Context: an optimization exercise on an open-source flow, tuned for small area, a short achievable clock period and few clock cycles per item. The choices shown serve that exercise and are no tape-out recipe. At most, simulation tests tie the RTL to the original design; equivalence was not proved. No functional check of the RTL was part of run 1.

==> flow/design.v (outline; a module is shown in full before it is edited, if it fits) <==
// module lfpd_front: 77 lines
// module lfpd_back: 332 lines
// module lfpd_istep: 856 lines
// module lfpd_dsum: 487 lines
// module line_follow_pid_drive: 95 lines
module line_follow_pid_drive (
    input  logic                                  aclk,
    input  logic                                  aresetn,
    input  logic                                  cfg_wr_en,
    input  logic [lfpd_pkg::CFG_IDX_W-1:0]        cfg_index,
    input  logic [lfpd_pkg::GAIN_W-1:0]           cfg_wdata,
    input  logic                                  s_valid,
    output logic                                  s_ready,
    input  logic [lfpd_pkg::SENSOR_W-1:0]         s_sensor_bits,
    output logic                                  m_valid,
    input  logic                                  m_ready,
    output logic signed [lfpd_pkg::DUTY_W-1:0]    m_left_duty,
    output logic signed [lfpd_pkg::DUTY_W-1:0]    m_right_duty,
    output logic                                  m_left_reverse,
    output logic                                  m_right_reverse,
    output logic                                  m_line_lost,
    output logic signed [lfpd_pkg::POS_W-1:0]     m_line_position
);
  // ...
==> flow/flow/run.sh <==
#!/bin/bash
# Standard layout with one netlist step added after synthesis: flow/invopt.py
# removes inverters around the full adders of the synthesized netlist (a full
# adder is self-dual, so complementing all of its inputs complements its
# outputs). Registers and every other cell are left as synthesis made them.
set -euo pipefail
R=orfs/results/${FLOW_PLATFORM}/line_follow_pid_drive/base
bash standard.sh synth > synth.log 2>&1
cp "$R/1_2_yosys.v" "$R/1_2_yosys.std.v"
python3 flow/invopt.py "$R/1_2_yosys.std.v" "$R/1_2_yosys.v" > invopt.log 2>&1
rm -f "$R/1_synth.odb" "$R/1_synth.sdc"
bash standard.sh > layout.log 2>&1
==> flow/flow/invopt.py <==
#!/usr/bin/env python3
"""Removes inverters around full adders in a flat sky130 gate netlist.

A full adder is self-dual: FA(~a, ~b, ~c) = (~sum, ~cout). Each FA may be
"flipped" (all inputs and outputs complemented) without changing the
function; inverters are then placed only where a net is needed in the
polarity its driver does not give. Registers and all other cells are kept.
usage: invopt.py IN.v OUT.v
"""
import re, sys
from collections import defaultdict

src = open(sys.argv[1]).read()
m = re.search(r'(module\s+(\w+)\s*\((.*?)\);)(.*?)(endmodule)', src, re.S)
header, top, body = m.group(1), m.group(2), m.group(4)

stmts = [s.strip() for s in body.split(';')]
decls, assigns, cells = [], [], []
cell_re = re.compile(r'^(sky130_fd_sc_hd__\w+)\s+(\S+)\s*\((.*)\)$', re.S)
for s in stmts:
    if not s: continue
    mm = cell_re.match(s)
    if mm:
        pins = [(p, n.strip()) for p, n in re.findall(r'\.(\w+)\(\s*((?:[^()]|\([^()]*\))*?)\s*\)', mm.group(3), re.S)]
        cells.append([mm.group(1), mm.group(2), pins])
    elif s.startswith('assign'):
        assigns.append(s)
    else:
        decls.append(s)

OUTPINS = {'X', 'Y', 'Q', 'Q_N', 'SUM', 'COUT', 'HI', 'LO'}
def is_inv(t): return re.match(r'sky130_fd_sc_hd__(inv|clkinv)_\d+$', t) is not None
def is_fa(t): return re.match(r'sky130_fd_sc_hd__fa_\d+$', t) is not None

fixed = set()
for a in assigns:
    for n in re.findall(r'[\\]?[\w\[\]\.\$]+(?:\s*\[\d+\])?', a[len('assign'):]):
        fixed.add(n.strip())
portnames = set(re.findall(r'(\w+)', m.group(3)))
# net names in decls like "output [3:0] m_line_position" -> port bits are "m_line_position[3]"
def net_is_port(n):
    base = n.split('[')[0].strip()
    return base in portnames

driver = {}
for ci, (t, name, pins) in enumerate(cells):
    for p, n in pins:
        if p in OUTPINS: driver[n] = (ci, p)

# root/parity through inverter chains
def root(n):
    par = 0
    seen = 0
    while n in driver and is_inv(cells[driver[n][0]][0]) and seen < 50:
        ci = driver[n][0]
        n = dict(cells[ci][2])['A']; par ^= 1; seen += 1
    return n, par

inv_cells = [ci for ci, c in enumerate(cells) if is_inv(c[0])]
fa_cells = [ci for ci, c in enumerate(cells) if is_fa(c[0])]
fa_idx = {ci: k for k, ci in enumerate(fa_cells)}

# loads: list of (cell index, pin, root net, parity); plus "fixed" uses of inverter outputs
loads = []
keep_inv = set()
for ci, (t, name, pins) in enumerate(cells):
    if is_inv(t): continue
    for p, n in pins:
        if p in OUTPINS: continue
        r, par = root(n)
        loads.append((ci, p, r, par))
# inverter outputs that are ports or used by assigns must stay as they are
for ci in inv_cells:
    y = dict(cells[ci][2])['Y']
    if y in fixed or net_is_port(y):
        keep_inv.add(ci)
for ci in keep_inv:
    a = dict(cells[ci][2])['A']
    r, par = root(a)
    loads.append((-1 - ci, 'A', r, par))   # a pseudo-load needing r ^ par

flip = [0] * len(fa_cells)
def gflip(net):
    d = driver.get(net)
    if d and is_fa(cells[d[0]][0]): return flip[fa_idx[d[0]]]
    return 0
def lflip(ci):
    if ci >= 0 and is_fa(cells[ci][0]): return flip[fa_idx[ci]]
    return 0

loads_by_net = defaultdict(list)
for k, (ci, p, r, par) in enumerate(loads):
    loads_by_net[r].append(k)
fa_load_nets = defaultdict(set)
for k, (ci, p, r, par) in enumerate(loads):
    if ci >= 0 and is_fa(cells[ci][0]): fa_load_nets[fa_idx[ci]].add(r)
fa_out_nets = defaultdict(set)
for ci in fa_cells:
    for p, n in cells[ci][2]:
        if p in OUTPINS: fa_out_nets[fa_idx[ci]].add(n)

def needs_inv(r):
    g = gflip(r)
    for k in loads_by_net[r]:
        ci, p, _, par = loads[k]
        if par ^ lflip(ci) ^ g: return 1
    return 0
def needs_true(r):
    g = gflip(r)
    for k in loads_by_net[r]:
        ci, p, _, par = loads[k]
        if not (par ^ lflip(ci) ^ g): return 1
    return 0
def cost_nets(nets):
    c = 0
    for r in nets:
        c += needs_inv(r)
        # a flipped FA output that is a port/fixed net needs its true value back
        if gflip(r) and (r in fixed or net_is_port(r)): c += 1
    return c

before = sum(needs_inv(r) for r in loads_by_net)
improved = True; rounds = 0
while improved and rounds < 20:
    improved = False; rounds += 1
    for k in range(len(fa_cells)):
        nets = fa_load_nets[k] | fa_out_nets[k]
        c0 = cost_nets(nets)
        flip[k] ^= 1
        c1 = cost_nets(nets)
        if c1 < c0: improved = True
        else: flip[k] ^= 1

# rewrite
newcells = []
newdecl = []
cnt = [0]
def fresh():
    cnt[0] += 1
    n = f"_invopt_{cnt[0]}_"
    newdecl.append(f"wire {n}")
    return n
# nets driven by flipped FAs that are ports/fixed: FA drives a fresh net, inverter restores
rename_out = {}
for ci in fa_cells:
    if flip[fa_idx[ci]]:
        for p, n in cells[ci][2]:
            if p in OUTPINS and (n in fixed or net_is_port(n)):
                rename_out[n] = fresh()
comp = {}   # root net -> net carrying its complement (w.r.t. the driven wire)
def wire_of(r):
    return rename_out.get(r, r)
def get_comp(r):
    if r not in comp:
        comp[r] = fresh()
        newcells.append(["sky130_fd_sc_hd__inv_1", f"_invopt_c{len(comp)}_", [("A", wire_of(r)), ("Y", comp[r])]])
    return comp[r]
for r in rename_out:
    # the true value of r = complement of the flipped FA's output wire
    newcells.append(["sky130_fd_sc_hd__inv_1", f"_invopt_p{cnt[0]}_{len(newcells)}_", [("A", rename_out[r]), ("Y", r)]])

load_map = {}
for k, (ci, p, r, par) in enumerate(loads):
    load_map[(ci, p)] = (r, par)
out_cells = []
for ci, (t, name, pins) in enumerate(cells):
    if is_inv(t) and ci not in keep_inv: continue
    newpins = []
    for p, n in pins:
        if p in OUTPINS:
            if is_fa(t) and flip[fa_idx[ci]] and n in rename_out:
                newpins.append((p, rename_out[n]))
            else:
                newpins.append((p, n))
        else:
            key = (ci, p) if not (is_inv(t) and ci in keep_inv) else (-1 - ci, 'A')
            r, par = load_map[key]
            need = par ^ lflip(ci if ci in fa_idx or is_fa(t) else -1) ^ gflip(r)
            if is_inv(t) and ci in keep_inv:
                # keep inverter: its input must be the complement of its (true) output
                need = par ^ gflip(r)
                if r in rename_out: need = par  # r itself carries the true value
                newpins.append((p, get_comp(r) if need else (r if r in rename_out else wire_of(r))))
                continue
            if r in rename_out:
                # r (restored true value) available; loads wanting true use r, inverted use FA wire
                need2 = par ^ lflip(ci)
                newpins.append((p, rename_out[r] if need2 else r))
            else:
                newpins.append((p, get_comp(r) if need else r))
    out_cells.append([t, name, newpins])
out_cells += newcells

lines = [header]
for d in decls: lines.append("  " + d + " ;")
for d in newdecl: lines.append("  " + d + " ;")
for t, name, pins in out_cells:
    pl = ",\n".join(f"    .{p}({n} )" for p, n in pins)
    lines.append(f"  {t} {name} (\n{pl}\n  );")
for a in assigns: lines.append("  " + a + " ;")
lines.append("endmodule")
open(sys.argv[2], 'w').write(src[:m.start()] + "\n".join(lines) + "\n" + src[m.end():])
after_inv = sum(1 for c in out_cells if is_inv(c[0]))
print(f"inverters: {len(inv_cells)} -> {after_inv}; flipped {sum(flip)} of {len(fa_cells)} FAs", file=sys.stderr)
==> flow/standard.sh <==
#!/bin/bash
# synth_recipe.tcl (not shown) runs the flow's synth.tcl, then flattens the netlist and writes it again
# the make line also repeats each setting of config.mk as NAME=value (left out here)
make -C /OpenROAD-flow-scripts/flow DESIGN_CONFIG=/design/flow/config.mk WORK_HOME=/design/flow/orfs CLKGATE_MAP_FILE= SYNTH_SCRIPT=/design/flow/synth_recipe.tcl "${@:-finish}"
==> flow/config.mk <==
export PLATFORM = sky130hd
export DESIGN_NAME = line_follow_pid_drive
export DESIGN_NICKNAME = line_follow_pid_drive
export VERILOG_FILES = /design/flow/design.v
export SDC_FILE = /design/flow/constraint.sdc
export NUM_CORES = 4
export LEC_CHECK = 0
export CAP_MARGIN = 20
export CORE_MARGIN = 2
export CORE_UTILIZATION = 40
export SETUP_SLACK_MARGIN = 3
export SLEW_MARGIN = 20
==> flow/constraint.sdc <==
create_clock -name core_clock -period 12.0 [get_ports {aclk}]
set_input_delay 2.4000 -clock core_clock [delete_from_list [all_inputs] [get_ports {aclk}]]
set_output_delay 2.4000 -clock core_clock [all_outputs]
set_load 0.01 [all_outputs]
==> flow_metrics.py, run 1 <==
metrics = {
    "outcome": {
        "status": "no timing/DRC/antenna violations",
    },
    "floorplan": {
        "die-area_um2": 58600,
        "rows": 87,
    },
    "final_layout": {
        "buf_share_pct": 3.83,
        "area_growth_pct": 11.8,
        "final_common_cell": "ha_1",
        "regArea_um2": 3820,
        "sequential_cell_total": 149,
        "layout_common_cells": "ha_1, fa_1, nand2_1",
        "fillers": 5442,
        "nets": 3069,
    },
    "detailed_routing": {
        "met2_length_um": 28900,
        "routed_wl_um": 58500,
        "vias": 17700,
        "dr_wl_met3_um": 2290,
    },
    "cts": {
        "clk_pin_slew_worst_paths_ns": 0.07,
        "cts.path.max_buffers": 2,
        "htree_levels": 4,
    },
    "sta": {
        "period_minus_slack_ns": 9.06,
        "tns_ns": 0,
        "slew_violations": 0,
    },
    "setup_path": {
        "slowest_delay_ns": 0.60,
        "rr_startpoint": "u_back.integral_reg[3]",
        "r2r_end": "u_back.r2_mv[11]",
        "regToRegSetupSlack_ns": 2.94,
    },
    "job": {
        "maxCapViolCount": 0,
    },
    "synth": {
        "synth.avg_cell_area_um2": 9.31,
    },
    "placed_design": {
        "hpwl_um": 47000,
    },
}
==> module line_follow_pid_drive, before the edit <==
module line_follow_pid_drive (
    input  logic                                  aclk,
    input  logic                                  aresetn,
    input  logic                                  cfg_wr_en,
    input  logic [lfpd_pkg::CFG_IDX_W-1:0]        cfg_index,
    input  logic [lfpd_pkg::GAIN_W-1:0]           cfg_wdata,
    input  logic                                  s_valid,
    output logic                                  s_ready,
    input  logic [lfpd_pkg::SENSOR_W-1:0]         s_sensor_bits,
    output logic                                  m_valid,
    input  logic                                  m_ready,
    output logic signed [lfpd_pkg::DUTY_W-1:0]    m_left_duty,
    output logic signed [lfpd_pkg::DUTY_W-1:0]    m_right_duty,
    output logic                                  m_left_reverse,
    output logic                                  m_right_reverse,
    output logic                                  m_line_lost,
    output logic signed [lfpd_pkg::POS_W-1:0]     m_line_position
);
    lfpd_pkg::cfg_t  cfg_reg;
    logic [4:0]      wdata_q;
    logic [3:0]      wdata_r;
    assign wdata_q = 5'(cfg_wdata / 8'd10);
    assign wdata_r = 4'(cfg_wdata % 8'd10);
    always_ff @(posedge aclk) begin
        if (!aresetn) begin
            cfg_reg.kp_q        <= 5'd1;
            cfg_reg.kp_r        <= 4'd0;
            cfg_reg.ki_gain     <= lfpd_pkg::KI_RESET;
            cfg_reg.kd_q        <= 5'd0;
            cfg_reg.kd_r        <= 4'd5;
            cfg_reg.top_speed   <= lfpd_pkg::MAX_RESET;
            cfg_reg.floor_speed <= lfpd_pkg::MIN_RESET;
        end else if (cfg_wr_en) begin
            unique case (cfg_index)
                lfpd_pkg::REG_KP_GAIN: begin
                    cfg_reg.kp_q <= wdata_q;
                    cfg_reg.kp_r <= wdata_r;
                end
                lfpd_pkg::REG_KI_GAIN:     cfg_reg.ki_gain     <= cfg_wdata;
                lfpd_pkg::REG_KD_GAIN: begin
                    cfg_reg.kd_q <= wdata_q;
                    cfg_reg.kd_r <= wdata_r;
                end
                lfpd_pkg::REG_TOP_SPEED:   cfg_reg.top_speed   <= cfg_wdata;
                lfpd_pkg::REG_FLOOR_SPEED: cfg_reg.floor_speed <= cfg_wdata;
                default:         cfg_reg             <= cfg_reg;
            endcase
        end
    end
    logic [lfpd_pkg::GAIN_W-1:0] ki_next;
    assign ki_next = !aresetn ? lfpd_pkg::KI_RESET
                   : (cfg_wr_en && cfg_index == lfpd_pkg::REG_KI_GAIN) ? cfg_wdata
                   : cfg_reg.ki_gain;
    logic en;
    assign en      = !m_valid || m_ready;
    assign s_ready = en;
    logic                        f_lost, f_lrev, f_rrev;
    logic [lfpd_pkg::POS_W-1:0]  f_position;
    logic [lfpd_pkg::POS_W:0]    f_dpos;
    logic [11:0]                 f_ki_term;
    lfpd_front u_front (
        .aclk          (aclk),
        .aresetn       (aresetn),
        .accept        (s_valid && en),
        .s_sensor_bits (s_sensor_bits),
        .ki_gain       (cfg_reg.ki_gain),
        .lost          (f_lost),
        .position      (f_position),
        .dpos          (f_dpos),
        .ki_term       (f_ki_term),
        .left_rev      (f_lrev),
        .right_rev     (f_rrev)
    );
    lfpd_back u_back (
        .aclk            (aclk),
        .aresetn         (aresetn),
        .cfg             (cfg_reg),
        .ki_next         (ki_next),
        .en              (en),
        .in_valid        (s_valid),
        .in_lost         (f_lost),
        .in_position     (f_position),
        .in_dpos         (f_dpos),
        .in_ki_term      (f_ki_term),
        .in_left_rev     (f_lrev),
        .in_right_rev    (f_rrev),
        .m_valid         (m_valid),
        .m_left_duty     (m_left_duty),
        .m_right_duty    (m_right_duty),
        .m_left_reverse  (m_left_reverse),
        .m_right_reverse (m_right_reverse),
        .m_line_lost     (m_line_lost),
        .m_line_position (m_line_position)
    );
endmodule
==> inputs of run 2 (changes only) <==
--- a/flow/design.v
+++ b/flow/design.v
@@ -121,5 +121,4 @@
     input  logic                                  aresetn,
     input  lfpd_pkg::cfg_t                        cfg,
-    input  logic [lfpd_pkg::GAIN_W-1:0]           ki_next,
     input  logic                                  en,
     input  logic                                  in_valid,
@@ -149,5 +148,5 @@
         if (lo_above_hi || gt)  clamp_duty = {1'b0, hi};
         else if (lt)            clamp_duty = {2'b00, lo};
-        else                    clamp_duty = {1'b0, v[8:0]};   
+        else                    clamp_duty = v[9:0];
     endfunction
     function automatic logic [2:0] tbl_p(input logic [3:0] r, input logic [2:0] m);
@@ -316,6 +315,5 @@
     logic [12:0]             r2_mv;
     logic [12:0]             integral_reg;
-    logic                    izero_reg, izero_next;
-    logic [7:0]              kie_reg;
+    logic                    izero_reg;
     logic                    v3;
     logic [9:0]              r3_left, r3_right;
@@ -334,6 +332,7 @@
     lfpd_istep u_istep (
         .integ (integral_reg),
-        .kie   (kie_reg),
+        .izero (izero_reg),
         .e     (r1_ki_term),
+        .ki    (cfg.ki_gain),
         .pd    (pd),
         .inext (i_next),
@@ -404,15 +403,14 @@
             v2           <= 1'b0;
             v3           <= 1'b0;
+            izero_reg    <= 1'b1;
         end else if (en) begin
             v1 <= in_valid;
             v2 <= v1;
             v3 <= v2;
+            if (v1 && !r1_lost) begin
+                izero_reg <= 1'b0;
+            end
         end
     end
-    assign izero_next = !aresetn || (izero_reg && !(en && v1 && !r1_lost));
-    always_ff @(posedge aclk) begin
-        izero_reg <= izero_next;
-        kie_reg   <= ki_next & {8{!izero_next}};
-    end
     always_ff @(posedge aclk) begin
         if (en && v1 && !r1_lost) begin
@@ -451,6 +449,7 @@
 module lfpd_istep (
     input  logic [12:0] integ,
+    input  logic        izero,
     input  logic [11:0] e,
-    input  logic [7:0]  kie,
+    input  logic [7:0]  ki,
     input  logic [10:0] pd,
     output logic [12:0] inext,
@@ -459,4 +458,6 @@
     logic [15:0] x;
     logic [30:0] prod, mvsum;
+    logic [7:0]  kiz;
+    assign kiz = ki & {8{~izero}};
     logic ia_t1;
     logic ia_t2;
@@ -881,68 +882,68 @@
     assign ia_t1 = 1'b1 ^ ~e[11];
     assign ia_t2 = 1'b1 & ~e[11];
-    assign ia_t3 = e[5] ^ (kie[5] & integ[0]);
-    assign ia_t4 = e[5] & (kie[5] & integ[0]);
-    assign ia_t5 = e[6] ^ (kie[6] & integ[0]) ^ (kie[5] & integ[1]);
-    assign ia_t6 = (e[6] & (kie[6] & integ[0])) | (e[6] & (kie[5] & integ[1])) | ((kie[6] & integ[0]) & (kie[5] & integ[1]));
-    assign ia_t7 = (kie[4] & integ[2]) ^ (kie[3] & integ[3]);
-    assign ia_t8 = (kie[4] & integ[2]) & (kie[3] & integ[3]);
-    assign ia_t9 = e[7] ^ (kie[7] & integ[0]) ^ (kie[6] & integ[1]);
-    assign ia_t10 = (e[7] & (kie[7] & integ[0])) | (e[7] & (kie[6] & integ[1])) | ((kie[7] & integ[0]) & (kie[6] & integ[1]));
-    assign ia_t11 = (kie[5] & integ[2]) ^ (kie[4] & integ[3]) ^ (kie[3] & integ[4]);
-    assign ia_t12 = ((kie[5] & integ[2]) & (kie[4] & integ[3])) | ((kie[5] & integ[2]) & (kie[3] & integ[4])) | ((kie[4] & integ[3]) & (kie[3] & integ[4]));
-    assign ia_t13 = (kie[2] & integ[5]) ^ (kie[1] & integ[6]);
-    assign ia_t14 = (kie[2] & integ[5]) & (kie[1] & integ[6]);
-    assign ia_t15 = e[8] ^ (kie[7] & integ[1]) ^ (kie[6] & integ[2]);
-    assign ia_t16 = (e[8] & (kie[7] & integ[1])) | (e[8] & (kie[6] & integ[2])) | ((kie[7] & integ[1]) & (kie[6] & integ[2]));
-    assign ia_t17 = (kie[5] & integ[3]) ^ (kie[4] & integ[4]) ^ (kie[3] & integ[5]);
-    assign ia_t18 = ((kie[5] & integ[3]) & (kie[4] & integ[4])) | ((kie[5] & integ[3]) & (kie[3] & integ[5])) | ((kie[4] & integ[4]) & (kie[3] & integ[5]));
-    assign ia_t19 = (kie[2] & integ[6]) ^ (kie[1] & integ[7]) ^ (kie[0] & integ[8]);
-    assign ia_t20 = ((kie[2] & integ[6]) & (kie[1] & integ[7])) | ((kie[2] & integ[6]) & (kie[0] & integ[8])) | ((kie[1] & integ[7]) & (kie[0] & integ[8]));
-    assign ia_t21 = e[9] ^ (kie[7] & integ[2]) ^ (kie[6] & integ[3]);
-    assign ia_t22 = (e[9] & (kie[7] & integ[2])) | (e[9] & (kie[6] & integ[3])) | ((kie[7] & integ[2]) & (kie[6] & integ[3]));
-    assign ia_t23 = (kie[5] & integ[4]) ^ (kie[4] & integ[5]) ^ (kie[3] & integ[6]);
-    assign ia_t24 = ((kie[5] & integ[4]) & (kie[4] & integ[5])) | ((kie[5] & integ[4]) & (kie[3] & integ[6])) | ((kie[4] & integ[5]) & (kie[3] & integ[6]));
-    assign ia_t25 = (kie[2] & integ[7]) ^ (kie[1] & integ[8]) ^ (kie[0] & integ[9]);
-    assign ia_t26 = ((kie[2] & integ[7]) & (kie[1] & integ[8])) | ((kie[2] & integ[7]) & (kie[0] & integ[9])) | ((kie[1] & integ[8]) & (kie[0] & integ[9]));
-    assign ia_t27 = e[10] ^ (kie[7] & integ[3]) ^ (kie[6] & integ[4]);
-    assign ia_t28 = (e[10] & (kie[7] & integ[3])) | (e[10] & (kie[6] & integ[4])) | ((kie[7] & integ[3]) & (kie[6] & integ[4]));
-    assign ia_t29 = (kie[5] & integ[5]) ^ (kie[4] & integ[6]) ^ (kie[3] & integ[7]);
-    assign ia_t30 = ((kie[5] & integ[5]) & (kie[4] & integ[6])) | ((kie[5] & integ[5]) & (kie[3] & integ[7])) | ((kie[4] & integ[6]) & (kie[3] & integ[7]));
-    assign ia_t31 = (kie[2] & integ[8]) ^ (kie[1] & integ[9]) ^ (kie[0] & integ[10]);
-    assign ia_t32 = ((kie[2] & integ[8]) & (kie[1] & integ[9])) | ((kie[2] & integ[8]) & (kie[0] & integ[10])) | ((kie[1] & integ[9]) & (kie[0] & integ[10]));
-    assign ia_t33 = (kie[7] & integ[4]) ^ (kie[6] & integ[5]) ^ (kie[5] & integ[6]);
-    assign ia_t34 = ((kie[7] & integ[4]) & (kie[6] & integ[5])) | ((kie[7] & integ[4]) & (kie[5] & integ[6])) | ((kie[6] & integ[5]) & (kie[5] & integ[6]));
-    assign ia_t35 = (kie[4] & integ[7]) ^ (kie[3] & integ[8]) ^ (kie[2] & integ[9]);
-    assign ia_t36 = ((kie[4] & integ[7]) & (kie[3] & integ[8])) | ((kie[4] & integ[7]) & (kie[2] & integ[9])) | ((kie[3] & integ[8]) & (kie[2] & integ[9]));
-    assign ia_t37 = (kie[1] & integ[10]) ^ (kie[0] & integ[11]) ^ ia_t1;
-    assign ia_t38 = ((kie[1] & integ[10]) & (kie[0] & integ[11])) | ((kie[1] & integ[10]) & ia_t1) | ((kie[0] & integ[11]) & ia_t1);
-    assign ia_t39 = (kie[7] & integ[5]) ^ (kie[6] & integ[6]) ^ (kie[5] & integ[7]);
-    assign ia_t40 = ((kie[7] & integ[5]) & (kie[6] & integ[6])) | ((kie[7] & integ[5]) & (kie[5] & integ[7])) | ((kie[6] & integ[6]) & (kie[5] & integ[7]));
-    assign ia_t41 = (kie[4] & integ[8]) ^ (kie[3] & integ[9]) ^ (kie[2] & integ[10]);
-    assign ia_t42 = ((kie[4] & integ[8]) & (kie[3] & integ[9])) | ((kie[4] & integ[8]) & (kie[2] & integ[10])) | ((kie[3] & integ[9]) & (kie[2] & integ[10]));
-    assign ia_t43 = (kie[1] & integ[11]) ^ ~(kie[0] & integ[12]) ^ ia_t2;
-    assign ia_t44 = ((kie[1] & integ[11]) & ~(kie[0] & integ[12])) | ((kie[1] & integ[11]) & ia_t2) | (~(kie[0] & integ[12]) & ia_t2);
-    assign ia_t45 = (kie[7] & integ[6]) ^ (kie[6] & integ[7]) ^ (kie[5] & integ[8]);
-    assign ia_t46 = ((kie[7] & integ[6]) & (kie[6] & integ[7])) | ((kie[7] & integ[6]) & (kie[5] & integ[8])) | ((kie[6] & integ[7]) & (kie[5] & integ[8]));
-    assign ia_t47 = (kie[4] & integ[9]) ^ (kie[3] & integ[10]) ^ (kie[2] & integ[11]);
-    assign ia_t48 = ((kie[4] & integ[9]) & (kie[3] & integ[10])) | ((kie[4] & integ[9]) & (kie[2] & integ[11])) | ((kie[3] & integ[10]) & (kie[2] & integ[11]));
-    assign ia_t49 = (kie[7] & integ[7]) ^ (kie[6] & integ[8]) ^ (kie[5] & integ[9]);
-    assign ia_t50 = ((kie[7] & integ[7]) & (kie[6] & integ[8])) | ((kie[7] & integ[7]) & (kie[5] & integ[9])) | ((kie[6] & integ[8]) & (kie[5] & integ[9]));
-    assign ia_t51 = e[3] ^ (kie[3] & integ[0]);
-    assign ia_t52 = e[3] & (kie[3] & integ[0]);
-    assign ia_t53 = e[4] ^ (kie[4] & integ[0]) ^ (kie[3] & integ[1]);
-    assign ia_t54 = (e[4] & (kie[4] & integ[0])) | (e[4] & (kie[3] & integ[1])) | ((kie[4] & integ[0]) & (kie[3] & integ[1]));
-    assign ia_t55 = (kie[2] & integ[2]) ^ (kie[1] & integ[3]);
-    assign ia_t56 = (kie[2] & integ[2]) & (kie[1] & integ[3]);
-    assign ia_t57 = (kie[4] & integ[1]) ^ (kie[3] & integ[2]) ^ (kie[2] & integ[3]);
-    assign ia_t58 = ((kie[4] & integ[1]) & (kie[3] & integ[2])) | ((kie[4] & integ[1]) & (kie[2] & integ[3])) | ((kie[3] & integ[2]) & (kie[2] & integ[3]));
-    assign ia_t59 = (kie[1] & integ[4]) ^ (kie[0] & integ[5]) ^ ia_t3;
-    assign ia_t60 = ((kie[1] & integ[4]) & (kie[0] & integ[5])) | ((kie[1] & integ[4]) & ia_t3) | ((kie[0] & integ[5]) & ia_t3);
-    assign ia_t61 = (kie[2] & integ[4]) ^ (kie[1] & integ[5]) ^ (kie[0] & integ[6]);
-    assign ia_t62 = ((kie[2] & integ[4]) & (kie[1] & integ[5])) | ((kie[2] & integ[4]) & (kie[0] & integ[6])) | ((kie[1] & integ[5]) & (kie[0] & integ[6]));
+    assign ia_t3 = e[5] ^ (kiz[5] & integ[0]);
+    assign ia_t4 = e[5] & (kiz[5] & integ[0]);
+    assign ia_t5 = e[6] ^ (kiz[6] & integ[0]) ^ (kiz[5] & integ[1]);
+    assign ia_t6 = (e[6] & (kiz[6] & integ[0])) | (e[6] & (kiz[5] & integ[1])) | ((kiz[6] & integ[0]) & (kiz[5] & integ[1]));
+    assign ia_t7 = (kiz[4] & integ[2]) ^ (kiz[3] & integ[3]);
+    assign ia_t8 = (kiz[4] & integ[2]) & (kiz[3] & integ[3]);
+    assign ia_t9 = e[7] ^ (kiz[7] & integ[0]) ^ (kiz[6] & integ[1]);
+    assign ia_t10 = (e[7] & (kiz[7] & integ[0])) | (e[7] & (kiz[6] & integ[1])) | ((kiz[7] & integ[0]) & (kiz[6] & integ[1]));
+    assign ia_t11 = (kiz[5] & integ[2]) ^ (kiz[4] & integ[3]) ^ (kiz[3] & integ[4]);
+    assign ia_t12 = ((kiz[5] & integ[2]) & (kiz[4] & integ[3])) | ((kiz[5] & integ[2]) & (kiz[3] & integ[4])) | ((kiz[4] & integ[3]) & (kiz[3] & integ[4]));
+    assign ia_t13 = (kiz[2] & integ[5]) ^ (kiz[1] & integ[6]);
+    assign ia_t14 = (kiz[2] & integ[5]) & (kiz[1] & integ[6]);
+    assign ia_t15 = e[8] ^ (kiz[7] & integ[1]) ^ (kiz[6] & integ[2]);
+    assign ia_t16 = (e[8] & (kiz[7] & integ[1])) | (e[8] & (kiz[6] & integ[2])) | ((kiz[7] & integ[1]) & (kiz[6] & integ[2]));
+    assign ia_t17 = (kiz[5] & integ[3]) ^ (kiz[4] & integ[4]) ^ (kiz[3] & integ[5]);
+    assign ia_t18 = ((kiz[5] & integ[3]) & (kiz[4] & integ[4])) | ((kiz[5] & integ[3]) & (kiz[3] & integ[5])) | ((kiz[4] & integ[4]) & (kiz[3] & integ[5]));
+    assign ia_t19 = (kiz[2] & integ[6]) ^ (kiz[1] & integ[7]) ^ (kiz[0] & integ[8]);
+    assign ia_t20 = ((kiz[2] & integ[6]) & (kiz[1] & integ[7])) | ((kiz[2] & integ[6]) & (kiz[0] & integ[8])) | ((kiz[1] & integ[7]) & (kiz[0] & integ[8]));
+    assign ia_t21 = e[9] ^ (kiz[7] & integ[2]) ^ (kiz[6] & integ[3]);
+    assign ia_t22 = (e[9] & (kiz[7] & integ[2])) | (e[9] & (kiz[6] & integ[3])) | ((kiz[7] & integ[2]) & (kiz[6] & integ[3]));
+    assign ia_t23 = (kiz[5] & integ[4]) ^ (kiz[4] & integ[5]) ^ (kiz[3] & integ[6]);
+    assign ia_t24 = ((kiz[5] & integ[4]) & (kiz[4] & integ[5])) | ((kiz[5] & integ[4]) & (kiz[3] & integ[6])) | ((kiz[4] & integ[5]) & (kiz[3] & integ[6]));
+    assign ia_t25 = (kiz[2] & integ[7]) ^ (kiz[1] & integ[8]) ^ (kiz[0] & integ[9]);
+    assign ia_t26 = ((kiz[2] & integ[7]) & (kiz[1] & integ[8])) | ((kiz[2] & integ[7]) & (kiz[0] & integ[9])) | ((kiz[1] & integ[8]) & (kiz[0] & integ[9]));
+    assign ia_t27 = e[10] ^ (kiz[7] & integ[3]) ^ (kiz[6] & integ[4]);
+    assign ia_t28 = (e[10] & (kiz[7] & integ[3])) | (e[10] & (kiz[6] & integ[4])) | ((kiz[7] & integ[3]) & (kiz[6] & integ[4]));
+    assign ia_t29 = (kiz[5] & integ[5]) ^ (kiz[4] & integ[6]) ^ (kiz[3] & integ[7]);
+    assign ia_t30 = ((kiz[5] & integ[5]) & (kiz[4] & integ[6])) | ((kiz[5] & integ[5]) & (kiz[3] & integ[7])) | ((kiz[4] & integ[6]) & (kiz[3] & integ[7]));
+    assign ia_t31 = (kiz[2] & integ[8]) ^ (kiz[1] & integ[9]) ^ (kiz[0] & integ[10]);
+    assign ia_t32 = ((kiz[2] & integ[8]) & (kiz[1] & integ[9])) | ((kiz[2] & integ[8]) & (kiz[0] & integ[10])) | ((kiz[1] & integ[9]) & (kiz[0] & integ[10]));
+    assign ia_t33 = (kiz[7] & integ[4]) ^ (kiz[6] & integ[5]) ^ (kiz[5] & integ[6]);
+    assign ia_t34 = ((kiz[7] & integ[4]) & (kiz[6] & integ[5])) | ((kiz[7] & integ[4]) & (kiz[5] & integ[6])) | ((kiz[6] & integ[5]) & (kiz[5] & integ[6]));
+    assign ia_t35 = (kiz[4] & integ[7]) ^ (kiz[3] & integ[8]) ^ (kiz[2] & integ[9]);
+    assign ia_t36 = ((kiz[4] & integ[7]) & (kiz[3] & integ[8])) | ((kiz[4] & integ[7]) & (kiz[2] & integ[9])) | ((kiz[3] & integ[8]) & (kiz[2] & integ[9]));
+    assign ia_t37 = (kiz[1] & integ[10]) ^ (kiz[0] & integ[11]) ^ ia_t1;
+    assign ia_t38 = ((kiz[1] & integ[10]) & (kiz[0] & integ[11])) | ((kiz[1] & integ[10]) & ia_t1) | ((kiz[0] & integ[11]) & ia_t1);
+    assign ia_t39 = (kiz[7] & integ[5]) ^ (kiz[6] & integ[6]) ^ (kiz[5] & integ[7]);
+    assign ia_t40 = ((kiz[7] & integ[5]) & (kiz[6] & integ[6])) | ((kiz[7] & integ[5]) & (kiz[5] & integ[7])) | ((kiz[6] & integ[6]) & (kiz[5] & integ[7]));
+    assign ia_t41 = (kiz[4] & integ[8]) ^ (kiz[3] & integ[9]) ^ (kiz[2] & integ[10]);
+    assign ia_t42 = ((kiz[4] & integ[8]) & (kiz[3] & integ[9])) | ((kiz[4] & integ[8]) & (kiz[2] & integ[10])) | ((kiz[3] & integ[9]) & (kiz[2] & integ[10]));
+    assign ia_t43 = (kiz[1] & integ[11]) ^ ~(kiz[0] & integ[12]) ^ ia_t2;
+    assign ia_t44 = ((kiz[1] & integ[11]) & ~(kiz[0] & integ[12])) | ((kiz[1] & integ[11]) & ia_t2) | (~(kiz[0] & integ[12]) & ia_t2);
+    assign ia_t45 = (kiz[7] & integ[6]) ^ (kiz[6] & integ[7]) ^ (kiz[5] & integ[8]);
+    assign ia_t46 = ((kiz[7] & integ[6]) & (kiz[6] & integ[7])) | ((kiz[7] & integ[6]) & (kiz[5] & integ[8])) | ((kiz[6] & integ[7]) & (kiz[5] & integ[8]));
+    assign ia_t47 = (kiz[4] & integ[9]) ^ (kiz[3] & integ[10]) ^ (kiz[2] & integ[11]);
+    assign ia_t48 = ((kiz[4] & integ[9]) & (kiz[3] & integ[10])) | ((kiz[4] & integ[9]) & (kiz[2] & integ[11])) | ((kiz[3] & integ[10]) & (kiz[2] & integ[11]));
+    assign ia_t49 = (kiz[7] & integ[7]) ^ (kiz[6] & integ[8]) ^ (kiz[5] & integ[9]);
+    assign ia_t50 = ((kiz[7] & integ[7]) & (kiz[6] & integ[8])) | ((kiz[7] & integ[7]) & (kiz[5] & integ[9])) | ((kiz[6] & integ[8]) & (kiz[5] & integ[9]));
+    assign ia_t51 = e[3] ^ (kiz[3] & integ[0]);
+    assign ia_t52 = e[3] & (kiz[3] & integ[0]);
+    assign ia_t53 = e[4] ^ (kiz[4] & integ[0]) ^ (kiz[3] & integ[1]);
+    assign ia_t54 = (e[4] & (kiz[4] & integ[0])) | (e[4] & (kiz[3] & integ[1])) | ((kiz[4] & integ[0]) & (kiz[3] & integ[1]));
+    assign ia_t55 = (kiz[2] & integ[2]) ^ (kiz[1] & integ[3]);
+    assign ia_t56 = (kiz[2] & integ[2]) & (kiz[1] & integ[3]);
+    assign ia_t57 = (kiz[4] & integ[1]) ^ (kiz[3] & integ[2]) ^ (kiz[2] & integ[3]);
+    assign ia_t58 = ((kiz[4] & integ[1]) & (kiz[3] & integ[2])) | ((kiz[4] & integ[1]) & (kiz[2] & integ[3])) | ((kiz[3] & integ[2]) & (kiz[2] & integ[3]));
+    assign ia_t59 = (kiz[1] & integ[4]) ^ (kiz[0] & integ[5]) ^ ia_t3;
+    assign ia_t60 = ((kiz[1] & integ[4]) & (kiz[0] & integ[5])) | ((kiz[1] & integ[4]) & ia_t3) | ((kiz[0] & integ[5]) & ia_t3);
+    assign ia_t61 = (kiz[2] & integ[4]) ^ (kiz[1] & integ[5]) ^ (kiz[0] & integ[6]);
+    assign ia_t62 = ((kiz[2] & integ[4]) & (kiz[1] & integ[5])) | ((kiz[2] & integ[4]) & (kiz[0] & integ[6])) | ((kiz[1] & integ[5]) & (kiz[0] & integ[6]));
     assign ia_t63 = ia_t7 ^ ia_t5 ^ ia_t4;
     assign ia_t64 = (ia_t7 & ia_t5) | (ia_t7 & ia_t4) | (ia_t5 & ia_t4);
-    assign ia_t65 = (kie[0] & integ[7]) ^ ia_t13 ^ ia_t11;
-    assign ia_t66 = ((kie[0] & integ[7]) & ia_t13) | ((kie[0] & integ[7]) & ia_t11) | (ia_t13 & ia_t11);
+    assign ia_t65 = (kiz[0] & integ[7]) ^ ia_t13 ^ ia_t11;
+    assign ia_t66 = ((kiz[0] & integ[7]) & ia_t13) | ((kiz[0] & integ[7]) & ia_t11) | (ia_t13 & ia_t11);
     assign ia_t67 = ia_t9 ^ ia_t8 ^ ia_t6;
     assign ia_t68 = (ia_t9 & ia_t8) | (ia_t9 & ia_t6) | (ia_t8 & ia_t6);
@@ -967,22 +968,22 @@
     assign ia_t87 = ia_t38 ^ ia_t36 ^ ia_t34;
     assign ia_t88 = (ia_t38 & ia_t36) | (ia_t38 & ia_t34) | (ia_t36 & ia_t34);
-    assign ia_t89 = ~(kie[1] & integ[12]) ^ ia_t47 ^ ia_t45;
-    assign ia_t90 = (~(kie[1] & integ[12]) & ia_t47) | (~(kie[1] & integ[12]) & ia_t45) | (ia_t47 & ia_t45);
+    assign ia_t89 = ~(kiz[1] & integ[12]) ^ ia_t47 ^ ia_t45;
+    assign ia_t90 = (~(kiz[1] & integ[12]) & ia_t47) | (~(kiz[1] & integ[12]) & ia_t45) | (ia_t47 & ia_t45);
     assign ia_t91 = ia_t44 ^ ia_t42 ^ ia_t40;
     assign ia_t92 = (ia_t44 & ia_t42) | (ia_t44 & ia_t40) | (ia_t42 & ia_t40);
-    assign ia_t93 = (kie[4] & integ[10]) ^ (kie[3] & integ[11]) ^ ~(kie[2] & integ[12]);
-    assign ia_t94 = ((kie[4] & integ[10]) & (kie[3] & integ[11])) | ((kie[4] & integ[10]) & ~(kie[2] & integ[12])) | ((kie[3] & integ[11]) & ~(kie[2] & integ[12]));
+    assign ia_t93 = (kiz[4] & integ[10]) ^ (kiz[3] & integ[11]) ^ ~(kiz[2] & integ[12]);
+    assign ia_t94 = ((kiz[4] & integ[10]) & (kiz[3] & integ[11])) | ((kiz[4] & integ[10]) & ~(kiz[2] & integ[12])) | ((kiz[3] & integ[11]) & ~(kiz[2] & integ[12]));
     assign ia_t95 = ia_t49 ^ ia_t48 ^ ia_t46;
     assign ia_t96 = (ia_t49 & ia_t48) | (ia_t49 & ia_t46) | (ia_t48 & ia_t46);
-    assign ia_t97 = (kie[7] & integ[8]) ^ (kie[6] & integ[9]) ^ (kie[5] & integ[10]);
-    assign ia_t98 = ((kie[7] & integ[8]) & (kie[6] & integ[9])) | ((kie[7] & integ[8]) & (kie[5] & integ[10])) | ((kie[6] & integ[9]) & (kie[5] & integ[10]));
-    assign ia_t99 = (kie[4] & integ[11]) ^ ~(kie[3] & integ[12]) ^ ia_t50;
-    assign ia_t100 = ((kie[4] & integ[11]) & ~(kie[3] & integ[12])) | ((kie[4] & integ[11]) & ia_t50) | (~(kie[3] & integ[12]) & ia_t50);
-    assign ia_t101 = e[2] ^ (kie[2] & integ[0]);
-    assign ia_t102 = e[2] & (kie[2] & integ[0]);
-    assign ia_t103 = (kie[2] & integ[1]) ^ (kie[1] & integ[2]) ^ (kie[0] & integ[3]);
-    assign ia_t104 = ((kie[2] & integ[1]) & (kie[1] & integ[2])) | ((kie[2] & integ[1]) & (kie[0] & integ[3])) | ((kie[1] & integ[2]) & (kie[0] & integ[3]));
-    assign ia_t105 = (kie[0] & integ[4]) ^ ia_t55 ^ ia_t53;
-    assign ia_t106 = ((kie[0] & integ[4]) & ia_t55) | ((kie[0] & integ[4]) & ia_t53) | (ia_t55 & ia_t53);
+    assign ia_t97 = (kiz[7] & integ[8]) ^ (kiz[6] & integ[9]) ^ (kiz[5] & integ[10]);
+    assign ia_t98 = ((kiz[7] & integ[8]) & (kiz[6] & integ[9])) | ((kiz[7] & integ[8]) & (kiz[5] & integ[10])) | ((kiz[6] & integ[9]) & (kiz[5] & integ[10]));
+    assign ia_t99 = (kiz[4] & integ[11]) ^ ~(kiz[3] & integ[12]) ^ ia_t50;
+    assign ia_t100 = ((kiz[4] & integ[11]) & ~(kiz[3] & integ[12])) | ((kiz[4] & integ[11]) & ia_t50) | (~(kiz[3] & integ[12]) & ia_t50);
+    assign ia_t101 = e[2] ^ (kiz[2] & integ[0]);
+    assign ia_t102 = e[2] & (kiz[2] & integ[0]);
+    assign ia_t103 = (kiz[2] & integ[1]) ^ (kiz[1] & integ[2]) ^ (kiz[0] & integ[3]);
+    assign ia_t104 = ((kiz[2] & integ[1]) & (kiz[1] & integ[2])) | ((kiz[2] & integ[1]) & (kiz[0] & integ[3])) | ((kiz[1] & integ[2]) & (kiz[0] & integ[3]));
+    assign ia_t105 = (kiz[0] & integ[4]) ^ ia_t55 ^ ia_t53;
+    assign ia_t106 = ((kiz[0] & integ[4]) & ia_t55) | ((kiz[0] & integ[4]) & ia_t53) | (ia_t55 & ia_t53);
     assign ia_t107 = ia_t59 ^ ia_t57 ^ ia_t56;
     assign ia_t108 = (ia_t59 & ia_t57) | (ia_t59 & ia_t56) | (ia_t57 & ia_t56);
@@ -1007,8 +1008,8 @@
     assign ia_t127 = ia_t99 ^ ia_t97 ^ ia_t96;
     assign ia_t128 = (ia_t99 & ia_t97) | (ia_t99 & ia_t96) | (ia_t97 & ia_t96);
-    assign ia_t129 = e[1] ^ (kie[1] & integ[0]);
-    assign ia_t130 = e[1] & (kie[1] & integ[0]);
-    assign ia_t131 = (kie[1] & integ[1]) ^ (kie[0] & integ[2]) ^ ia_t101;
-    assign ia_t132 = ((kie[1] & integ[1]) & (kie[0] & integ[2])) | ((kie[1] & integ[1]) & ia_t101) | ((kie[0] & integ[2]) & ia_t101);
+    assign ia_t129 = e[1] ^ (kiz[1] & integ[0]);
+    assign ia_t130 = e[1] & (kiz[1] & integ[0]);
+    assign ia_t131 = (kiz[1] & integ[1]) ^ (kiz[0] & integ[2]) ^ ia_t101;
+    assign ia_t132 = ((kiz[1] & integ[1]) & (kiz[0] & integ[2])) | ((kiz[1] & integ[1]) & ia_t101) | ((kiz[0] & integ[2]) & ia_t101);
     assign ia_t133 = ia_t51 ^ ia_t103 ^ ia_t102;
     assign ia_t134 = (ia_t51 & ia_t103) | (ia_t51 & ia_t102) | (ia_t103 & ia_t102);
@@ -1037,5 +1038,5 @@
     assign ia_t157 = ia_t94 ^ ia_t127 ^ ia_t126;
     assign ia_t158 = (ia_t94 & ia_t127) | (ia_t94 & ia_t126) | (ia_t127 & ia_t126);
-    assign x = {ia_t156, ia_t154, ia_t152, ia_t150, ia_t148, ia_t146, ia_t144, ia_t142, ia_t140, ia_t138, ia_t136, ia_t134, ia_t132, ia_t130, ia_t129, (kie[0] & integ[0])} + {ia_t157, ia_t155, ia_t153, ia_t151, ia_t149, ia_t147, ia_t145, ia_t143, ia_t141, ia_t139, ia_t137, ia_t135, ia_t133, ia_t131, (kie[0] & integ[1]), e[0]};
+    assign x = {ia_t156, ia_t154, ia_t152, ia_t150, ia_t148, ia_t146, ia_t144, ia_t142, ia_t140, ia_t138, ia_t136, ia_t134, ia_t132, ia_t130, ia_t129, (kiz[0] & integ[0])} + {ia_t157, ia_t155, ia_t153, ia_t151, ia_t149, ia_t147, ia_t145, ia_t143, ia_t141, ia_t139, ia_t137, ia_t135, ia_t133, ia_t131, (kiz[0] & integ[1]), e[0]};
     assign ib_t1 = 1'b1 ^ x[1];
     assign ib_t2 = 1'b1 & x[1];
@@ -1812,4 +1813,5 @@
 );
     lfpd_pkg::cfg_t  cfg_reg;
+    logic [lfpd_pkg::GAIN_W-1:0] ki_front_reg;
     logic [4:0]      wdata_q;
     logic [3:0]      wdata_r;
@@ -1821,4 +1823,5 @@
             cfg_reg.kp_r        <= 4'd0;
             cfg_reg.ki_gain     <= lfpd_pkg::KI_RESET;
+            ki_front_reg        <= lfpd_pkg::KI_RESET;
             cfg_reg.kd_q        <= 5'd0;
             cfg_reg.kd_r        <= 4'd5;
@@ -1831,5 +1834,8 @@
                     cfg_reg.kp_r <= wdata_r;
                 end
-                lfpd_pkg::REG_KI_GAIN:     cfg_reg.ki_gain     <= cfg_wdata;
+                lfpd_pkg::REG_KI_GAIN: begin
+                    cfg_reg.ki_gain <= cfg_wdata;
+                    ki_front_reg    <= cfg_wdata;
+                end
                 lfpd_pkg::REG_KD_GAIN: begin
                     cfg_reg.kd_q <= wdata_q;
@@ -1842,8 +1848,4 @@
         end
     end
-    logic [lfpd_pkg::GAIN_W-1:0] ki_next;
-    assign ki_next = !aresetn ? lfpd_pkg::KI_RESET
-                   : (cfg_wr_en && cfg_index == lfpd_pkg::REG_KI_GAIN) ? cfg_wdata
-                   : cfg_reg.ki_gain;
     logic en;
     assign en      = !m_valid || m_ready;
@@ -1858,5 +1860,5 @@
         .accept        (s_valid && en),
         .s_sensor_bits (s_sensor_bits),
-        .ki_gain       (cfg_reg.ki_gain),
+        .ki_gain       (ki_front_reg),
         .lost          (f_lost),
         .position      (f_position),
@@ -1870,5 +1872,4 @@
         .aresetn         (aresetn),
         .cfg             (cfg_reg),
-        .ki_next         (ki_next),
         .en              (en),
         .in_valid        (s_valid),
==> flow/flow/run.sh (replaced) <==
#!/bin/bash
# Standard layout with one netlist step added after synthesis: flow/polopt.py
# chooses the output polarity of the full adders (self-dual: complementing all
# inputs complements the outputs) and of gates that have a complementary cell
# with the same pins (and2/nand2, o21a/o21ai, ...), to drop inverters.
# Registers and all other cells are left as synthesis made them.
set -euo pipefail
R=orfs/results/${FLOW_PLATFORM}/line_follow_pid_drive/base
bash standard.sh synth > synth.log 2>&1
cp "$R/1_2_yosys.v" "$R/1_2_yosys.std.v"
python3 flow/polopt.py "$R/1_2_yosys.std.v" "$R/1_2_yosys.v" > polopt.log 2>&1
rm -f "$R/1_synth.odb" "$R/1_synth.sdc"
bash standard.sh > layout.log 2>&1
==> flow/flow/polopt.py (new file) <==
#!/usr/bin/env python3
"""Polarity optimisation of a flat sky130 gate netlist.

Inverters are dissolved into wires with a polarity, then every full adder
(self-dual: FA(~a,~b,~c) = (~s,~co)) and every gate that has a complementary
cell with the same pins (and2/nand2, o21a/o21ai, mux2/mux2i, ...) may be
flipped, which complements its output (and, for a full adder, its inputs).
Flips are chosen greedily to reduce the area of the inverters needed plus the
area change of the swapped cells. Registers are never touched.
usage: invopt2.py IN.v OUT.v
"""
import re, sys
from collections import defaultdict

PAIRS = [
 ('and2_1','nand2_1'),('and3_1','nand3_1'),('and4_1','nand4_1'),('or2_1','nor2_1'),('or3_1','nor3_1'),
 ('or4_1','nor4_1'),('xor2_1','xnor2_1'),('a21o_1','a21oi_1'),('a21bo_1','a21boi_0'),('a22o_1','a22oi_1'),
 ('a211o_1','a211oi_1'),('a31o_1','a31oi_1'),('a32o_1','a32oi_1'),('a41o_1','a41oi_1'),('a221o_1','a221oi_1'),
 ('a311o_1','a311oi_1'),('a2111o_1','a2111oi_0'),('o21a_1','o21ai_0'),('o21ba_1','o21bai_1'),('o22a_1','o22ai_1'),
 ('o211a_1','o211ai_1'),('o31a_1','o31ai_1'),('o32a_1','o32ai_1'),('o41a_1','o41ai_1'),('o221a_1','o221ai_1'),
 ('o311a_1','o311ai_0'),('o2111a_1','o2111ai_1'),('and2b_1','nand2b_1'),('or2b_1','nor2b_1'),('mux2_1','mux2i_1'),
 ('buf_1','inv_1'),('clkbuf_1','clkinv_1'),('a2bb2o_1','a2bb2oi_1'),('o2bb2a_1','o2bb2ai_1'),
 ('nand3b_1','and3b_1'),('nor3b_1','or3b_1'),('nand4b_1','and4b_1'),('nor4b_1','or4b_1')]
AREA = {}
def load_areas():
    lib = open('/OpenROAD-flow-scripts/flow/platforms/sky130hd/lib/sky130_fd_sc_hd__tt_025C_1v80.lib').read() \
        if len(sys.argv) < 4 else open(sys.argv[3]).read()
    parts = re.split(r'\n\s*cell\s*\(\s*"?(sky130_fd_sc_hd__\w+)"?\s*\)', lib)
    for i in range(1, len(parts), 2):
        m = re.search(r'\barea\s*:\s*([\d.]+)', parts[i + 1])
        if m: AREA[parts[i]] = float(m.group(1))
load_areas()
P = 'sky130_fd_sc_hd__'
COMP = {}
OUTPIN = {}
for a, b in PAIRS:
    COMP[P + a] = P + b; COMP[P + b] = P + a
INV_AREA = AREA[P + 'inv_1']

src = open(sys.argv[1]).read()
m = re.search(r'(module\s+(\w+)\s*\((.*?)\);)(.*?)(endmodule)', src, re.S)
header, body = m.group(1), m.group(4)
portnames = set(re.findall(r'(\w+)', m.group(3)))
stmts = [s.strip() for s in body.split(';')]
decls, assigns, cells = [], [], []
cell_re = re.compile(r'^(sky130_fd_sc_hd__\w+)\s+(\S+)\s*\((.*)\)$', re.S)
for s in stmts:
    if not s: continue
    mm = cell_re.match(s)
    if mm:
        pins = [(p, n.strip()) for p, n in re.findall(r'\.(\w+)\(\s*((?:[^()]|\([^()]*\))*?)\s*\)', mm.group(3), re.S)]
        cells.append([mm.group(1), mm.group(2), pins])
    elif s.startswith('assign'):
        assigns.append(s)
    else:
        decls.append(s)

OUTPINS = {'X', 'Y', 'Q', 'Q_N', 'SUM', 'COUT', 'HI', 'LO', 'GCLK'}
def is_inv(t): return re.match(P + r'(inv|clkinv)_\d+$', t) is not None
def is_fa(t): return re.match(P + r'fa_\d+$', t) is not None
def flippable(t): return is_fa(t) or t in COMP

fixed = set()
for a in assigns:
    for n in re.findall(r'\\\S+|[A-Za-z_][\w$]*(?:\s*\[\d+\])?', a[len('assign'):]):
        fixed.add(n.strip())
def must_true(n):
    return n in fixed or n.split('[')[0].strip().lstrip('\\') in portnames

driver = {}
for ci, (t, name, pins) in enumerate(cells):
    for p, n in pins:
        if p in OUTPINS: driver[n] = ci
def root(n):
    par = 0
    for _ in range(64):
        ci = driver.get(n)
        if ci is None or not is_inv(cells[ci][0]): break
        n = dict(cells[ci][2])['A']; par ^= 1
    return n, par

keep_inv = set(ci for ci, c in enumerate(cells) if is_inv(c[0]) and must_true(dict(c[2])['Y']))
# loads: (cell, pin, root, parity); a kept inverter is a load of its input
loads = []
for ci, (t, name, pins) in enumerate(cells):
    if is_inv(t) and ci not in keep_inv: continue
    for p, n in pins:
        if p in OUTPINS: continue
        r, par = root(n)
        loads.append((ci, p, r, par))
flip = {ci: 0 for ci, c in enumerate(cells) if flippable(c[0]) and not (is_inv(c[0]))}
def gflip(r):
    ci = driver.get(r)
    return flip.get(ci, 0) if ci is not None else 0
def lflip(ci):
    return flip.get(ci, 0) if is_fa(cells[ci][0]) else 0
loads_by_net = defaultdict(list)
for k, l in enumerate(loads): loads_by_net[l[2]].append(k)
in_nets = defaultdict(set); out_nets = defaultdict(set)
for k, (ci, p, r, par) in enumerate(loads):
    if ci in flip and is_fa(cells[ci][0]): in_nets[ci].add(r)
for ci in flip:
    for p, n in cells[ci][2]:
        if p in OUTPINS: out_nets[ci].add(n)
def net_cost(r):
    g = gflip(r)
    need = False
    for k in loads_by_net[r]:
        ci, p, _, par = loads[k]
        if par ^ lflip(ci) ^ g: need = True; break
    if g and must_true(r): need = True
    return INV_AREA if need else 0.0
def cell_cost(ci):
    if flip[ci] and not is_fa(cells[ci][0]):
        t = cells[ci][0]
        return AREA.get(COMP[t], 99) - AREA.get(t, 0)
    return 0.0
order = sorted(flip)
import itertools
def in_drivers(ci):
    ds = []
    for p, n in cells[ci][2]:
        if p in OUTPINS: continue
        r, par = load_of0[(ci, p)]
        d = driver.get(r)
        if d is not None and d in flip and d != ci and d not in ds: ds.append(d)
    return ds
load_of0 = {(ci, p): (r, par) for ci, p, r, par in loads}
def affected(cs):
    nets = set()
    for c in cs: nets |= in_nets[c] | out_nets[c]
    return nets
for rnd in range(30):
    changed = False
    for ci in order:
        if not is_fa(cells[ci][0]): continue
        ds = in_drivers(ci)
        best = None
        base_nets = None
        for k in range(1, len(ds) + 1):
            for sub in itertools.combinations(ds, k):
                cs = (ci,) + sub
                nets = affected(cs)
                c0 = sum(net_cost(r) for r in nets) + sum(cell_cost(c) for c in cs)
                for c in cs: flip[c] ^= 1
                c1 = sum(net_cost(r) for r in nets) + sum(cell_cost(c) for c in cs)
                for c in cs: flip[c] ^= 1
                if c1 < c0 - 1e-9 and (best is None or c1 - c0 < best[0]): best = (c1 - c0, cs)
        if best:
            for c in best[1]: flip[c] ^= 1
            changed = True
    if not changed: break
for rnd in range(30):
    changed = False
    for ci in order:
        nets = in_nets[ci] | out_nets[ci]
        c0 = sum(net_cost(r) for r in nets) + cell_cost(ci)
        flip[ci] ^= 1
        c1 = sum(net_cost(r) for r in nets) + cell_cost(ci)
        if c1 < c0 - 1e-9: changed = True
        else: flip[ci] ^= 1
    if not changed: break

# rewrite
newdecl, newcells = [], []
cnt = [0]
def fresh(tag):
    cnt[0] += 1
    n = f"_pol{tag}{cnt[0]}_"
    newdecl.append(f"wire {n}")
    return n
W = {}
for ci in flip:
    if not flip[ci]: continue
    for p, n in cells[ci][2]:
        if p in OUTPINS and must_true(n):
            W[n] = fresh('w')
            newcells.append([P + 'inv_1', fresh('i').strip('_') + '_c', [('A', W[n]), ('Y', n)]])
def wire(r): return W.get(r, r)
comp = {}
def get_comp(r):
    if r not in comp:
        comp[r] = fresh('n')
        newcells.append([P + 'inv_1', f"_polinv{len(comp)}_", [('A', wire(r)), ('Y', comp[r])]])
    return comp[r]
load_of = {(ci, p): (r, par) for ci, p, r, par in loads}
out = []
for ci, (t, name, pins) in enumerate(cells):
    if is_inv(t) and ci not in keep_inv: continue
    nt = COMP[t] if (flip.get(ci, 0) and not is_fa(t)) else t
    np_ = []
    for p, n in pins:
        if p in OUTPINS:
            q = p
            if nt != t:
                # complementary cell: output pin name may differ (X <-> Y)
                q = 'Y' if p == 'X' else ('X' if p == 'Y' else p)
            np_.append((q, wire(n) if flip.get(ci, 0) else n))
        else:
            r, par = load_of[(ci, p)]
            want = par ^ lflip(ci)            # load wants v_r ^ want
            g = gflip(r)
            if want == g: np_.append((p, wire(r)))
            elif r in W: np_.append((p, r))   # r itself carries the true value
            else: np_.append((p, get_comp(r)))
    out.append([nt, name, np_])
out += newcells
lines = [header]
for d in decls: lines.append("  " + d + " ;")
for d in newdecl: lines.append("  " + d + " ;")
for t, name, pins in out:
    pl = ",\n".join(f"    .{p}({n} )" for p, n in pins)
    lines.append(f"  {t} {name} (\n{pl}\n  );")
for a in assigns: lines.append("  " + a + " ;")
lines.append("endmodule")
open(sys.argv[2], 'w').write(src[:m.start()] + "\n".join(lines) + "\n" + src[m.end():])
a0 = sum(AREA.get(c[0], 0) for c in cells); a1 = sum(AREA.get(c[0], 0) for c in out)
ninv0 = sum(1 for c in cells if is_inv(c[0])); ninv1 = sum(1 for c in out if is_inv(c[0]))
print(f"area {a0:.1f} -> {a1:.1f}; inverters {ninv0} -> {ninv1}; flipped {sum(flip.values())} of {len(flip)}", file=sys.stderr)
removed: flow/flow/invopt.py
==> run 2 against run 1 <==
Against the previous run:
- utilization increased by 0.91 points
- die area decreased by 1.4%
- global-route usage grew 1.3 points
- critical path type unchanged
- still clean
- sequential share of layout area is 0.54 points lower
==> flow_metrics.py, run 2 <==
metrics = {
    "setup_path": {
        "start_kind": "register",
        "slowest_delay_ns": 0.59,
        "critPathKind": "register to register",
        "crit_path_end_kind": "register",
        "cp.arrival_ns": 9.07,
        "worstPathRequired_ns": 12.18,
        "path_common_cell": "fa_1",
        "cp_max_fo": 6,
        "slowest_stage": "fa_2",
    },
    "synth": {
        "yosysWarnings": 3,
        "syn_inst": 2394,
        "synth_fp_nets": 2978,
        "synthesis.area_um2": 22300,
        "synth.avg_cell_area_um2": 9.33,
    },
    "global_routing": {
        "grt_overflow": 0,
        "grt_pass1_wl_um": 97700,
        "antenna_found_initial": 0,
        "grt_max_degree": 45,
        "grt_usage_pct": 21.3,
        "grt_pass1_vias": 18200,
    },
    "detailed_routing": {
        "vias": 17600,
        "routed_wl_um": 59900,
        "drc_errors": 0,
        "drt_iter0_markers": 1037,
        "viasPerCell": 5.46,
        "first_pass_iters": 5,
        "routedWlPerCell_um": 18.6,
        "antenna_left": 0,
    },
    "job": {
        "maxCapViolCount": 0,
    },
    "floorplan": {
        "start_util_pct": 40.5,
        "die-height_um": 240,
        "rows": 86,
        "die-area_um2": 57800,
        "core-area_um2": 55200,
        "pin_count": 53,
        "die_width_um": 240,
    },
    "cts": {
        "htree_levels": 4,
        "numCtsBuffers": 17,
        "cts_tree": "built",
        "clk_pin_slew_worst_paths_ns": 0.07,
        "cts-root-buf": "clkbuf_16",
        "clock_insertion_delay_worst_skew_ns": 0.44,
        "holdBufCountCts": 0,
        "cts.path.max_buffers": 2,
        "cts.sinks": 142,
    },
    "sta": {
        "skew_ns": 0.0152,
        "slew_headroom_pct": 30.0,
        "slew_violations": 0,
        "rsz0062_at_grt": "yes",
        "tightest_slew_ns": 1.05,
        "hold_viol_final": 0,
        "fmax_ghz": 0.112,
        "setup_viol": 0,
        "min_period_over_period_pct": 74.1,
        "period_minus_slack_ns": 8.89,
        "tns_ns": 0,
    },
    "final_layout": {
        "layout_common_cells": "nand2_1, ha_1, fa_1",
        "nets": 3050,
        "diodes": 0,
        "area_growth_pct": 13.6,
        "fin_util_pct": 46.0,
        "fillers": 5226,
        "drive_gt1_share_pct": 9.92,
        "final_common_cell": "nand2_1",
        "final_cell_area_um2": 25400,
        "largest_reg_flops": 34,
    },
    "placed_design": {
        "dpl_cell_area_um2": 23600,
        "gp_congestion": 0.921,
        "numPortBuffers": 52,
        "hpwl_um": 47900,
    },
    "outcome": {
        "status": "no timing/DRC/antenna violations",
    },
    "min_path": {
        "hp-class": "register to register",
    },
}
==> run 2: cell type report <==
class	instances	area, um2	share of cell area (%)
Tap cell	748	936	3.69
Sequential cell	142	3700	14.6
Inverter	225	857	3.38
Clock inverter	15	190	0.749
Clock buffer	17	425	1.68
Timing Repair Buffer	123	1100	4.33
Multi-Input combinational cell	1957	18200	71.6
==> run 2: worst paths after layout <==
kind | start | end | slack [ns] | depth (start not counted)
worst min register to register | u_back.r1_lrev | u_back.r2_lrev | 0.42 | 0
worst max-delay path | u_back.izero_reg | u_back.r2_mv[9] | 3.11 | 31
worst max register to register | u_back.izero_reg | u_back.r2_mv[9] | 3.11 | 31
worst min-delay path | u_back.r1_lrev | u_back.r2_lrev | 0.42 | 0
==> run 2: what timing repair did <==
item | CTS | global route
cloned | 0 | 1
pin swaps | 7 | 56
setup endpoints to repair | 26 | 35
resized for setup | 48 | 77
setup buffers | 26 | 30
==> run 2: critical path: cells and delay by family (launching register included) <==
kind	cells	cell delay (ns)
xor+xnor	2	0.34
fa+ha+maj	11	4.85
simple gates	5	0.77
compound gates	8	1.65
buf+inv	5	0.63
flops	1	0.39
==> run 2: metal layers <==
metal  track usage [%]  vias to the layer above  share of wire [%]
met2              35.4                      437                 47
met3              2.43                       74                4.4
li1                  -                     8377                  -
met4              4.67                        0                1.8
met1              29.7                     8716                 46
met5                 0                        -                  0
==> run 2: metrics by stage <==
stage	hold WS (ns)	worst slack [ns]	cells
after floorplan	0.400	2.99	2394
after global placement	0.401	2.02	3138
after detailed placement	0.409	1.84	3138
after CTS	0.424	3.00	3196
after global routing	0.430	2.86	3227
final	0.422	3.11	3227
Testbench counts of run 2, summed over its fixed seeds: cycles 1,944, items 1,920.
==> inputs of run 3 (changes only) <==
--- a/flow/config.mk
+++ b/flow/config.mk
@@ -8,5 +8,6 @@
 export CAP_MARGIN = 20
 export CORE_MARGIN = 2
-export CORE_UTILIZATION = 40
+export CORE_UTILIZATION = 60
+export PLACE_DENSITY = 0.7
 export SETUP_SLACK_MARGIN = 3
 export SLEW_MARGIN = 20
==> run 3 against run 2 <==
Against the previous run:
- still clean on timing, DRC and antenna
- critical path depth is 3 higher
- non-clock buffer count increased by 5
- critical path type unchanged
==> flow_metrics.py, run 3 <==
metrics = {
    "cts": {
        "cts.sinks": 142,
        "clk_pin_slew_worst_paths_ns": 0.07,
        "htree_levels": 4,
        "clock_insertion_delay_worst_skew_ns": 0.44,
        "cts_tree": "built",
        "cts.path.max_buffers": 2,
        "holdBufCountCts": 0,
        "cts-root-buf": "clkbuf_16",
        "numCtsBuffers": 17,
    },
    "final_layout": {
        "fillers": 2938,
        "regArea_um2": 3700,
        "largest_reg_flops": 34,
        "final_common_cell": "nand2_1",
        "fin_util_pct": 67.9,
        "area_growth_pct": 11.2,
        "drive_gt1_share_pct": 9.58,
        "diodes": 0,
        "layout_common_cells": "nand2_1, ha_1, fa_1",
        "final_cell_area_um2": 24800,
        "nets": 3055,
        "stdcell_count": 2952,
        "multiInputGateArea_um2": 18000,
    },
    "placed_design": {
        "dp_cells": 2860,
        "dp_slack_ns": 1.93,
        "numPortBuffers": 52,
        "hpwl_um": 45100,
        "gp_congestion": 0.926,
        "dpl_cell_area_um2": 23300,
    },
    "setup_path": {
        "crit_path_end_kind": "register",
        "crit_family": "adder cells",
        "worstPathRequired_ns": 12.19,
        "r2r_end": "u_back.integral_reg[12]",
        "start_kind": "register",
        "path_common_cell": "fa_1",
        "worst-path-buf-inv": 7,
        "reg2reg_depth": 34,
        "slowest_delay_ns": 0.58,
        "critPathKind": "register to register",
        "slowest_stage": "fa_1",
        "rr_startpoint": "u_back.izero_reg",
        "regToRegSetupSlack_ns": 3.18,
        "cp.arrival_ns": 9.01,
        "cp_max_fo": 5,
    },
    "synth": {
        "synth.avg_cell_area_um2": 9.33,
        "synthesis.area_um2": 22300,
        "synth_fp_nets": 2978,
        "yosysWarnings": 3,
        "syn_inst": 2394,
    },
    "floorplan": {
        "rows": 70,
        "die-height_um": 197,
        "start_util_pct": 61.0,
        "core-area_um2": 36600,
        "pin_count": 53,
        "die_width_um": 197,
        "die-area_um2": 38800,
    },
    "detailed_routing": {
        "viasPerCell": 6.03,
        "routedWlPerCell_um": 19.3,
        "vias": 17800,
        "routed_wl_um": 57100,
        "antenna_left": 0,
        "drt_iter0_markers": 1144,
        "first_pass_iters": 6,
        "drc_errors": 0,
    },
    "min_path": {
        "hp-class": "register to register",
        "hold_depth": 0,
        "worstHoldStart": "u_back.r2_lrev",
        "hold_end": "u_back.r3_lrev",
    },
    "job": {
        "maxCapViolCount": 0,
    },
    "global_routing": {
        "grt_max_degree": 48,
        "grt_usage_pct": 29.8,
        "grt_pass1_vias": 18000,
        "grt_pass1_wl_um": 91700,
        "grt_overflow": 0,
        "antenna_found_initial": 0,
    },
    "sta": {
        "period_minus_slack_ns": 8.82,
        "rsz0062_at_grt": "yes",
        "setup_viol": 0,
        "hold-worst-slack_ns": 0.425,
        "tns_ns": 0,
        "min_period_over_period_pct": 73.5,
        "skew_ns": 0.0175,
        "tightest_slew_ns": 1.05,
        "slew_headroom_pct": 29.6,
        "fmax_ghz": 0.113,
        "hold_viol_final": 0,
        "slew_violations": 0,
        "layout_setup_ws_ns": 3.18,
    },
    "outcome": {
        "status": "no timing/DRC/antenna violations",
    },
}
-- run 3: worst max path at each step --
| stage | from | endpoint | slack, ns | cells past startpoint |
|---|---|---|---|---|
| after global routing | u_back.izero_reg | u_back.integral_reg[12] | 2.88 | 34 |
| after CTS | ki_front_reg[6] | u_back.r2_mv[12] | 3.00 | 27 |
| final | u_back.izero_reg | u_back.integral_reg[12] | 3.18 | 34 |
| after detailed placement | ki_front_reg[0] | u_back.integral_reg[12] | 1.93 | 32 |
| after floorplan | ki_front_reg[5] | u_back.r2_mv[12] | 2.99 | 29 |
| after global placement | ki_front_reg[3] | u_back.integral_reg[12] | 2.11 | 32 |
-- run 3: area by class of cell --
class,instances,share of cell area (%)
inverter,225,3.44
multi-input combinational,1957,72.6
clock buffer,22,1.92
tap,468,2.36
sequential,142,14.9
clock inverter,10,0.312
timing repair buffer,128,4.51
-- run 3: timing repair --
action / CTS / global route
pin swaps: 2 / 51
endpoints found under the setup margin: 26 / 18
setup buffers: 16 / 43
resized for setup: 37 / 64
gates cloned: 0 / 1
-- run 3: per-layer routing --
layer	wire length, um	vias to the layer above	GRT usage (%)
met2	28400	554	52.5
met3	2710	130	3.41
met5	0	-	0
met4	1960	0	10.3
li1	-	8371	-
met1	24000	8748	38.2

## what the ideal ports hide
In the flow no input, the clock included, has a driving cell. The finished layouts below were timed again as built, in two steps. Step 1 (the two cells are an assumption about what drives the block):
set clk [get_ports {aclk}]
set_driving_cell -lib_cell sky130_fd_sc_hd__clkbuf_16 $clk
set_driving_cell -lib_cell sky130_fd_sc_hd__buf_2 [delete_from_list [all_inputs] $clk]
Step 2 adds t to the input delays and takes it off the output delays; t is the mean of the earliest and latest rising clock arrival at the registers after step 1. Input paths then give back, and output paths get back, about the clock's delay inside the block. Three values: ideal ports, drivers, drivers and shift; two values: the first two.
run | t (ns) | slack for setup (ns) | worst setup path after step 2 | worst register clock-pin slew, ns | pins driven straight from the clock port
run 1 | 0.485 | 2.940 / 2.940 / 2.940 | register to register | 0.07 / 0.07 | 1
run 2 | 0.488 | 3.110 / 3.110 / 3.046 | input to register | 0.08 / 0.08 | 1
run 3 | 0.475 | 3.181 / 3.181 / 3.051 | input to register | 0.07 / 0.07 | 1
After both steps setup and hold are still met in every run listed. The setup slack of run 3, which loses most, moves by 0.000 ns with the drivers and by -0.130 ns with both steps.
